This design comes from an exercise in tuning for small area, a short achievable clock period and few clock cycles per item on the open sky130 flow, not from production work.
The RTL of this run was laid out without a check of its function.
Power is estimated from default activity; no workload was simulated.

## flow/constraint.sdc

```tcl
create_clock -name core_clock -period 13.5 [get_ports {clk_i}]
set_input_delay 2.7000 -clock core_clock [delete_from_list [all_inputs] [get_ports {clk_i}]]
set_output_delay 2.7000 -clock core_clock [all_outputs]
set_load 0.01 [all_outputs]
```

## flow/config.mk

```make
export PLATFORM = sky130hd
export DESIGN_NAME = muldiv_iter
export DESIGN_NICKNAME = muldiv_iter
export VERILOG_FILES = /design/flow/design.v
export SDC_FILE = /design/flow/constraint.sdc
export NUM_CORES = 4
export LEC_CHECK = 0
export CAP_MARGIN = 20
export CORE_MARGIN = 2
export CORE_UTILIZATION = 40
export SLEW_MARGIN = 20
```

## flow/design.v

```verilog
module muldiv_iter #(
  parameter int unsigned XLEN          = 32,
  parameter int unsigned MUL_ITERATIVE = 0
) (
  input  logic            clk_i,
  input  logic            rst_ni,
  input  logic            valid_i,
  output logic            ready_o,
  input  logic [2:0]      op_i,
  input  logic [XLEN-1:0] a_i,
  input  logic [XLEN-1:0] b_i,
  input  logic            kill_i,
  output logic            valid_o,
  input  logic            ready_i,
  output logic [XLEN-1:0] result_o,
  output logic            busy_o
);
  localparam logic [1:0] S_IDLE = 2'd0;
  localparam logic [1:0] S_PREP = 2'd1;
  localparam logic [1:0] S_ITER = 2'd2;
  localparam logic [1:0] S_FIN  = 2'd3;
  logic [1:0]  st_q, st_d;
  logic        rv_q, rv_d;
  logic [2:0]  op_q;
  logic [34:0] acc_q, acc_d;
  logic [31:0] lo_q, lo_d;
  logic [33:0] bm_q, bm_d;
  logic [4:0]  cnt_q, cnt_d;
  logic [1:0]  cls_q, cls_d;
  logic        bp_q, bp_d;
  logic        aneg_q, bneg_q, negq_q;
  logic [31:0] res_q, res_d;
  logic [5:0]  la_q, lb_q;
  logic        last_q, last_d;
  logic        ld_q, ld_d, busy_q, busy_d;
  logic        dfin_q, dfin_d;
  function automatic logic [5:0] lzc32(input logic [31:0] x);
    logic [7:0]  z4;
    logic [15:0] c4;
    logic [3:0]  z8;
    logic [11:0] c8;
    logic [1:0]  z16;
    logic [7:0]  c16;
    logic        z32;
    logic [4:0]  c32;
    for (int i = 0; i < 8; i++) begin
      z4[i] = (x[4*i+3 -: 4] == 4'd0);
      c4[2*i +: 2] = x[4*i+3] ? 2'd0 : x[4*i+2] ? 2'd1 : x[4*i+1] ? 2'd2 : 2'd3;
    end
    for (int i = 0; i < 4; i++) begin
      z8[i] = z4[2*i+1] & z4[2*i];
      c8[3*i +: 3] = z4[2*i+1] ? {1'b1, c4[4*i +: 2]} : {1'b0, c4[4*i+2 +: 2]};
    end
    for (int i = 0; i < 2; i++) begin
      z16[i] = z8[2*i+1] & z8[2*i];
      c16[4*i +: 4] = z8[2*i+1] ? {1'b1, c8[6*i +: 3]} : {1'b0, c8[6*i+3 +: 3]};
    end
    z32 = z16[1] & z16[0];
    c32 = z16[1] ? {1'b1, c16[3:0]} : {1'b0, c16[7:4]};
    lzc32 = z32 ? 6'd32 : {1'b0, c32};
  endfunction
  logic last;         
  logic fin_go;       
  logic dir_go;       
  logic ld;           
  assign last   = last_q;
  assign fin_go = (st_q == S_FIN) & ~rv_q;
  assign dir_go = (st_q == S_ITER) & last & ~rv_q & ~dfin_q;
  assign ld     = ld_q;     
  logic       sgn_a_in, sgn_b_in, ext_a, ext_b;
  logic       a8, a16, a32, b8, b16, b32, a_nar;
  logic [1:0] cmin;
  logic       sel_a;
  logic       aneg_in, bneg_in;
  logic [5:0] la_in, lb_in;
  always_comb begin
    sgn_a_in = (op_i != 3'd3) & (op_i != 3'd5) & (op_i != 3'd7);
    sgn_b_in = (op_i == 3'd0) | (op_i == 3'd1) | (op_i == 3'd4) | (op_i == 3'd6);
    ext_a    = sgn_a_in & a_i[31];
    ext_b    = sgn_b_in & b_i[31];
    a8  = ext_a ? (&a_i[31:7])  : ~(|a_i[31:7]);
    a16 = ext_a ? (&a_i[31:15]) : ~(|a_i[31:15]);
    a32 = ext_a | ~a_i[31];
    b8  = ext_b ? (&b_i[31:7])  : ~(|b_i[31:7]);
    b16 = ext_b ? (&b_i[31:15]) : ~(|b_i[31:15]);
    b32 = ext_b | ~b_i[31];
    a_nar = (a8 & ~b8) | (a16 & ~b16) | (a32 & ~b32);
    sel_a = op_i[2] | a_nar;
    if (a_nar) cmin = a8 ? 2'd0 : a16 ? 2'd1 : 2'd2;
    else       cmin = b8 ? 2'd0 : b16 ? 2'd1 : b32 ? 2'd2 : 2'd3;
    aneg_in = ~op_i[0] & a_i[31];
    bneg_in = ~op_i[0] & b_i[31];
    la_in   = lzc32(a_i ^ {32{aneg_in}});
    lb_in   = lzc32(b_i ^ {32{bneg_in}});
    if (lb_in[5] && bneg_in) lb_in = 6'd31;
  end
  logic        sdiv;
  logic        aneg_p, bneg_p;
  logic [6:0]  sh;
  logic        b0_p, qz_p;
  always_comb begin
    sdiv   = ~op_q[0];
    aneg_p = sdiv & lo_q[31];
    bneg_p = sdiv & bm_q[31];
    b0_p   = lb_q[5];
    sh     = {1'b0, lb_q} + {6'd0, aneg_p} - {1'b0, la_q};
    qz_p   = sh[6];
  end
  logic        xen, inv0, inv1;
  logic [34:0] y0, y1;
  logic [37:0] r0, r1, r2, cs_s, cs_c, full;
  logic [34:0] sum;
  logic [2:0]  bt0, bt1;
  logic        k17;
  assign k17 = (cls_q == 2'd3) & last;
  function automatic logic [34:0] booth_sel(input logic [2:0] t, input logic [33:0] m);
    case (t)
      3'b001, 3'b010, 3'b101, 3'b110: booth_sel = {m[33], m};
      3'b011, 3'b100:                 booth_sel = {m, 1'b0};
      default:                        booth_sel = '0;
    endcase
  endfunction
  always_comb begin
    xen  = 1'b1;
    inv0 = 1'b0;
    inv1 = 1'b0;
    y0   = '0;
    y1   = '0;
    bt0  = {lo_q[1:0], bp_q};
    bt1  = lo_q[3:1];
    case (st_q)
      S_PREP: begin
        y0   = {{3{aneg_p}}, lo_q};
        inv0 = aneg_p;
      end
      S_ITER: begin
        if (op_q[2]) begin
          y0   = {bm_q[33], bm_q};
          inv0 = ~bneg_q;
        end else begin
          if (k17) begin
            bt0 = 3'b001;
            bt1 = 3'b000;
          end
          y0   = booth_sel(bt0, bm_q);
          inv0 = bt0[2];
          y1   = booth_sel(bt1, bm_q);
          inv1 = bt1[2];
        end
      end
      S_FIN: begin
        xen = 1'b0;
        if (op_q[1]) begin y0 = acc_q;          inv0 = aneg_q; end
        else         begin y0 = {3'b000, lo_q}; inv0 = negq_q; end
      end
      default: ;
    endcase
    r0   = {{3{acc_q[34] & xen}}, acc_q & {35{xen}}};
    r1   = {{3{y0[34] ^ inv0}}, y0 ^ {35{inv0}}};
    r2   = {y1[34] ^ inv1, y1 ^ {35{inv1}}, inv1, inv0};
    cs_s = r0 ^ r1 ^ r2;
    cs_c = (r0 & r1) | (r0 & r2) | (r1 & r2);
    full = cs_s + {cs_c[36:0], inv1} + {37'd0, inv1};
    sum  = full[34:0];
  end
  always_comb begin
    res_d = sum[31:0];
    if (st_q == S_ITER) begin
      if (op_q[2]) begin
        if (!op_q[1])     res_d = {lo_q[30:0], ~sum[34]};
        else if (sum[34]) res_d = acc_q[31:0];
        else              res_d = sum[31:0];
      end else if (op_q == 3'd0) begin
        case (cls_q)
          2'd0:    res_d = {full[27:0], lo_q[31:28]};
          2'd1:    res_d = {full[19:0], lo_q[31:20]};
          default: res_d = {full[3:0],  lo_q[31:4]};
        endcase
      end else begin
        case (cls_q)
          2'd0:    res_d = {{22{full[37]}}, full[37:28]};
          2'd1:    res_d = {{14{full[37]}}, full[37:20]};
          2'd2:    res_d = full[35:4];
          default: res_d = sum[31:0];
        endcase
      end
    end
  end
  logic stall;
  assign stall = (st_q == S_ITER) & last & rv_q & ~dfin_q;
  always_comb begin
    acc_d = acc_q;
    lo_d  = lo_q;
    bm_d  = bm_q;
    cnt_d = cnt_q;
    cls_d = cls_q;
    bp_d  = bp_q;
    st_d  = st_q;
    last_d = last_q;
    dfin_d = dfin_q;
    case (st_q)
      S_PREP: begin
        acc_d = sum;
        lo_d  = {32{b0_p}};
        bm_d  = bm_q << sh[4:0];
        cnt_d = sh[4:0];
        last_d = (sh[4:0] == 5'd0);
        dfin_d = op_q[1] ? aneg_p : ((aneg_p ^ bneg_p) & ~b0_p);
        st_d  = (b0_p | qz_p) ? S_FIN : S_ITER;
      end
      S_ITER: begin
        if (!stall) begin
          cnt_d = cnt_q - 5'd1;
          last_d = (cnt_q == 5'd1);
          if (last) st_d = dfin_q ? S_FIN : S_IDLE;
          if (op_q[2]) begin
            if (!sum[34]) acc_d = sum;
            lo_d = {lo_q[30:0], ~sum[34]};
            bm_d = {bm_q[33], bm_q[33:1]};
          end else if (k17) begin
            acc_d = sum;
          end else begin
            acc_d = {full[37], full[37:4]};
            lo_d  = {full[3:0], lo_q[31:4]};
            bp_d  = lo_q[3];
          end
        end
      end
      S_FIN: begin
        if (!rv_q) st_d = S_IDLE;
      end
      default: ;
    endcase
    if (ld) begin
      acc_d = '0;
      lo_d  = sel_a ? a_i : b_i;
      bm_d  = sel_a ? {{2{ext_b}}, b_i} : {{2{ext_a}}, a_i};
      bp_d  = 1'b0;
      last_d = 1'b0;
      dfin_d = 1'b0;
      cls_d = cmin;
      case (cmin)
        2'd0:    cnt_d = 5'd1;
        2'd1:    cnt_d = 5'd3;
        2'd2:    cnt_d = 5'd7;
        default: cnt_d = 5'd8;
      endcase
      st_d = (valid_i & ~kill_i) ? (op_i[2] ? S_PREP : S_ITER) : S_IDLE;
    end
    if (kill_i) st_d = S_IDLE;
  end
  always_comb begin
    rv_d = rv_q;
    if (ready_i)         rv_d = 1'b0;
    if (fin_go | dir_go) rv_d = 1'b1;
    if (kill_i)          rv_d = 1'b0;
    ld_d   = (st_d == S_IDLE) | ((st_d == S_FIN) & ~rv_d) |
             ((st_d == S_ITER) & last_d & ~rv_d & ~dfin_d);
    busy_d = (st_d != S_IDLE) | rv_d;
  end
  always_ff @(posedge clk_i) begin
    if (!rst_ni) begin
      st_q   <= S_IDLE;
      rv_q   <= 1'b0;
      ld_q   <= 1'b1;
      busy_q <= 1'b0;
    end else begin
      st_q   <= st_d;
      rv_q   <= rv_d;
      ld_q   <= ld_d;
      busy_q <= busy_d;
    end
  end
  always_ff @(posedge clk_i) begin
    acc_q <= acc_d;
    lo_q  <= lo_d;
    bm_q  <= bm_d;
    cnt_q <= cnt_d;
    cls_q <= cls_d;
    bp_q  <= bp_d;
    last_q <= last_d;
    dfin_q <= dfin_d;
    if (ld) begin
      op_q <= op_i;
      la_q <= la_in;
      lb_q <= lb_in;
    end
    if (st_q == S_PREP) begin
      aneg_q <= aneg_p;
      bneg_q <= bneg_p;
      negq_q <= (aneg_p ^ bneg_p) & ~b0_p;
    end
    if (fin_go | dir_go) res_q <= res_d;
  end
  assign ready_o  = ld_q;
  assign valid_o  = rv_q;
  assign busy_o   = busy_q;
  assign result_o = res_q;
endmodule
```

## flow/run.sh

```bash
#!/bin/bash
# synth_recipe.tcl (not shown) runs the flow's synth.tcl, then flattens the netlist and writes it again
# the make line also repeats each setting of config.mk as NAME=value (left out here)
make -C /OpenROAD-flow-scripts/flow DESIGN_CONFIG=/design/flow/config.mk WORK_HOME=/design/flow/orfs CLKGATE_MAP_FILE= SYNTH_SCRIPT=/design/flow/synth_recipe.tcl finish
```

==> impl_metrics.yaml <==
routing:
  wl_per_cell_um: 27.94
  drc: 0
  drtIter0Drc: 3394
  vias_per_cell: 6.550
  vias: 21561
  antenna_left: 0
  dr.pass1.iters: 11
  postRouteWirelength_um: 91970
worst_setup_path:
  reg2regPathDepth: 26
  critical_path_buf_inv_count: 5
  cp-end-kind: "flop"
  worstSetupStartpointType: "flop"
  cp_num_cells: 26
  critPathKind: "flop to flop"
  path_delay_family: "simple AND/OR/NAND/NOR gates"
  crit_required_ns: 13.63
  slowest_stage: "and3_1"
  critPathMaxStageDelay_ns: 0.55
  arrival_ns: 7.96
  path_max_fanout: 60
clock_tree:
  cts_setup_buffers: 0
  cts_resized: 0
  clock_sinks: 166
  cts_tree: "done"
  hold_buffers: 0
  clk_latency_ns: 0.47
  cts_buffer_depth: 2
  numCtsBuffers: 17
  clkTransAtPathRegs_ns: 0.06
  htree_levels: 4
  clockRootBuffer: "clkbuf_16"
synth:
  synth_edf_count: 123
  synthCells: 2651
  synth_mux_area_frac: 0.08847
  yosysSeqAreaShare: 0.2290
  ys_async_sr_fraction: 0
  synth-simple-area-share: 0.2007
  yosys_warnings: 1
  synth_ff_type: "edfxtp_1"
  syn_area_per_cell_sq_um: 7.501
  ys_seq_elements: 166
  synth_nets: 2819
  synth_compound_area_frac: 0.2839
  synth_top_family_by_area: "compound AO/OA/AOI/OAI gates"
  synthesis.area_sq_um: 19890
  synth_cell_types: 89
  synth-adder-area-share: 0.07437
  synthXorXnorAreaFrac: 0.05373
power_and_ir_drop:
  ir_drop_v: 0.00009879
  power_density_nw_per_um2: 100.3
  leakagePower_nw: 8.845
floorplanning:
  die_y_um: 227.0
  core_area_sq_um: 49050
  io-pin-count: 107
  placementRows: 81
  start_util: 0.4054
  die_w_um: 227.0
  die_area_sq_um: 51510
sta:
  setup_ws_ns: 5.665
  period_share: 0.5804
  slew_violations: 0
  worst_slew_pin_slew_ns: 1.128
  finalHoldViolCount: 0
  fmax_ghz: 0.1276
  finalSetupViolCount: 0
  setup_tns_ns: 0
  fin_skew_ns: 0.01841
  period_needed_ns: 7.835
  relSlewSlack: 0.2481
  grt_setup_unrepaired: "no"
min_path:
  min_path_cells: 2
  hp-class: "flop to flop"
grt:
  antenna_found_initial: 1
  grt_util_all_layers: 0.3530
  grt_overflow: 0
  grt_pass1_wl_um: 134100
  grt_max_degree: 86
  grt_pass1_vias: 20126
final_layout:
  layout-drive-gt1-share: 0.06811
  fin_area_sq_um: 22060
  area_delta_synth_final_pct: 10.94
  nets: 2783
  n_antenna_cell: 0
placed_design:
  io_buffer_count: 106
  pre_cts_ws_ns: 5.893
  gp_congestion: 1.051
  dp_hpwl_um: 69890
  placed_area_sq_um: 21430
flow_run:
  cap_violations: 0
outcome:
  status: "timing/DRC/antenna clean"
## power by group
| part | internal, mW | total, mW | switching [mW] |
|---|---|---|---|
| combinational | 0.340 | 0.959 | 0.619 |
| clock | 0.305 | 0.528 | 0.223 |
| sequential | 0.600 | 0.725 | 0.125 |
| total | 1.24 | 2.21 | 0.967 |
## cell type report
cell class,instances,area [sq um]
clock inverter,5,52.55
tap,664,830.8
fill,5046,26990
timing repair buffer,162,1481
inverter,136,510.5
sequential,166,4558
multi-input combinational,2132,14060
clock buffer,27,563.0
## stage by stage
stage                     total power, mW  utilization  cells  hold WS [ns]
after detailed placement            1.652       0.4370   3260        0.4558
after CTS                           2.177       0.4495   3292        0.4651
after floorplan                     1.313            -   2651        0.4367
after global placement              1.647       0.4370   3260        0.4503
after global routing                2.301       0.4497   3292        0.5145
final                               2.212       0.4497   3292        0.4774
## synth_stat cells (18+ instances only)
cell	count	area share
nand2_1	389	0.073
nor2_1	272	0.051
a21oi_1	221	0.056
clkbuf_1	177	0.033
o21ai_0	160	0.040
inv_1	134	0.025
mux2i_1	133	0.067
edfxtp_1	123	0.19
xnor2_1	74	0.033
a211oi_1	62	0.023
ha_1	59	0.037
a222oi_1	51	0.026
xor2_1	48	0.021
a22oi_1	45	0.017
nor3_1	45	0.011
o211ai_1	44	0.017
dfxtp_1	43	0.043
fa_1	37	0.037
nand3_1	35	0.0088
a21o_1	32	0.012
mux2_2	30	0.017
a31oi_1	26	0.0082
nand4_1	24	0.0076
and3_1	21	0.0066
nor2b_1	20	0.0063
and2_1	19	0.0060
nor4_1	18	0.0057
## path summary, 6_finish.rpt
path	from	to	slack, ns
max	cls_q[1]	res_q[1]	5.66
min	bp_q	bp_q	0.48
max reg2reg	cls_q[1]	res_q[1]	5.66
min reg2reg	bp_q	bp_q	0.48
## state kept, by name, summed over array words and instances, names as in the netlist, 3 cells and up
name and flops:
res_q 32, lo_q 32, bm_q 34, lb_q 6
acc_q 35, cnt_q 5, la_q 6, op_q 3
## placed cells by master, fill, tap and decap left out, types with 11 or more instances in the layout
cell	Yosys	final
mux2_2	30	30
edfxtp_1	123	123
a21oi_1	221	221
a31oi_1	26	26
nor2_1	272	264
o211ai_1	44	44
nor4_1	18	18
nand2_1	389	387
o31ai_1	13	13
fa_1	37	37
dfxtp_1	43	42
clkbuf_16	0	20
ha_1	59	57
o21bai_1	12	12
o221ai_1	12	12
a21o_1	32	32
nor3_1	45	44
or3_1	15	15
a221oi_1	15	15
mux2i_1	133	133
xnor2_1	74	69
clkdlybuf4s50_1	0	106
o22ai_1	12	12
nand2b_1	17	17
a22oi_1	45	45
xor2_1	48	46
inv_1	134	134
and3_1	21	21
and2_1	19	19
buf_4	4	56
nand4_1	24	24
nor2b_1	20	18
o21ai_0	160	158
a311oi_1	11	11
nand3_1	35	35
a222oi_1	51	51
a211oi_1	62	62
## cells by family (layout without fill, tap and decap cells)
| logic type | Yosys count | after routing |
|---|---|---|
| multiplexers | 167 | 167 |
| AO/OA/AOI/OAI | 836 | 836 |
| adder cells (fa/ha/maj) | 96 | 96 |
| AND/OR/NAND/NOR | 911 | 911 |
| buffers and inverters | 353 | 330 |
| flip-flops | 166 | 166 |
| XOR/XNOR | 122 | 122 |
## metal layers
metal | global-route usage | share of wire
met5 | 0 | 0
met4 | 0.2292 | 0.072
met3 | 0.05601 | 0.092
met2 | 0.5365 | 0.43
met1 | 0.4658 | 0.40
## tightest hold or removal path, delay by kind of cell (launching register included)
kind             cells  cell delay (ns)
AO/OA/AOI/OAI        1             0.05
AND/OR/NAND/NOR      1             0.05
flip-flops           1             0.32

-- separate check: timing with driven ports --
In the flow no input, the clock included, has a driving cell. The finished layout below was timed again as built, in two steps. Step 1 (the two cells are an assumption about what drives the block):
set clk [get_ports {clk_i}]
set_driving_cell -lib_cell sky130_fd_sc_hd__clkbuf_16 $clk
set_driving_cell -lib_cell sky130_fd_sc_hd__buf_2 [delete_from_list [all_inputs] $clk]
Step 2 times the ports against the registers' clock, not the clock port: input delays grow and output delays shrink by t, the midpoint of the rising clock arrivals with the driver on. a / b / c = ideal / step 1 / step 2; a / b = the first two.
t, ns: 0.526
setup slack, ns: 5.665 / 5.665 / 5.665
worst setup path at the end: register to register
pins driven straight from the clock port: 1
After both steps setup and hold are still met in this run. For this run, drivers alone change the setup slack by 0.000 ns; drivers and shift together by 0.000 ns.
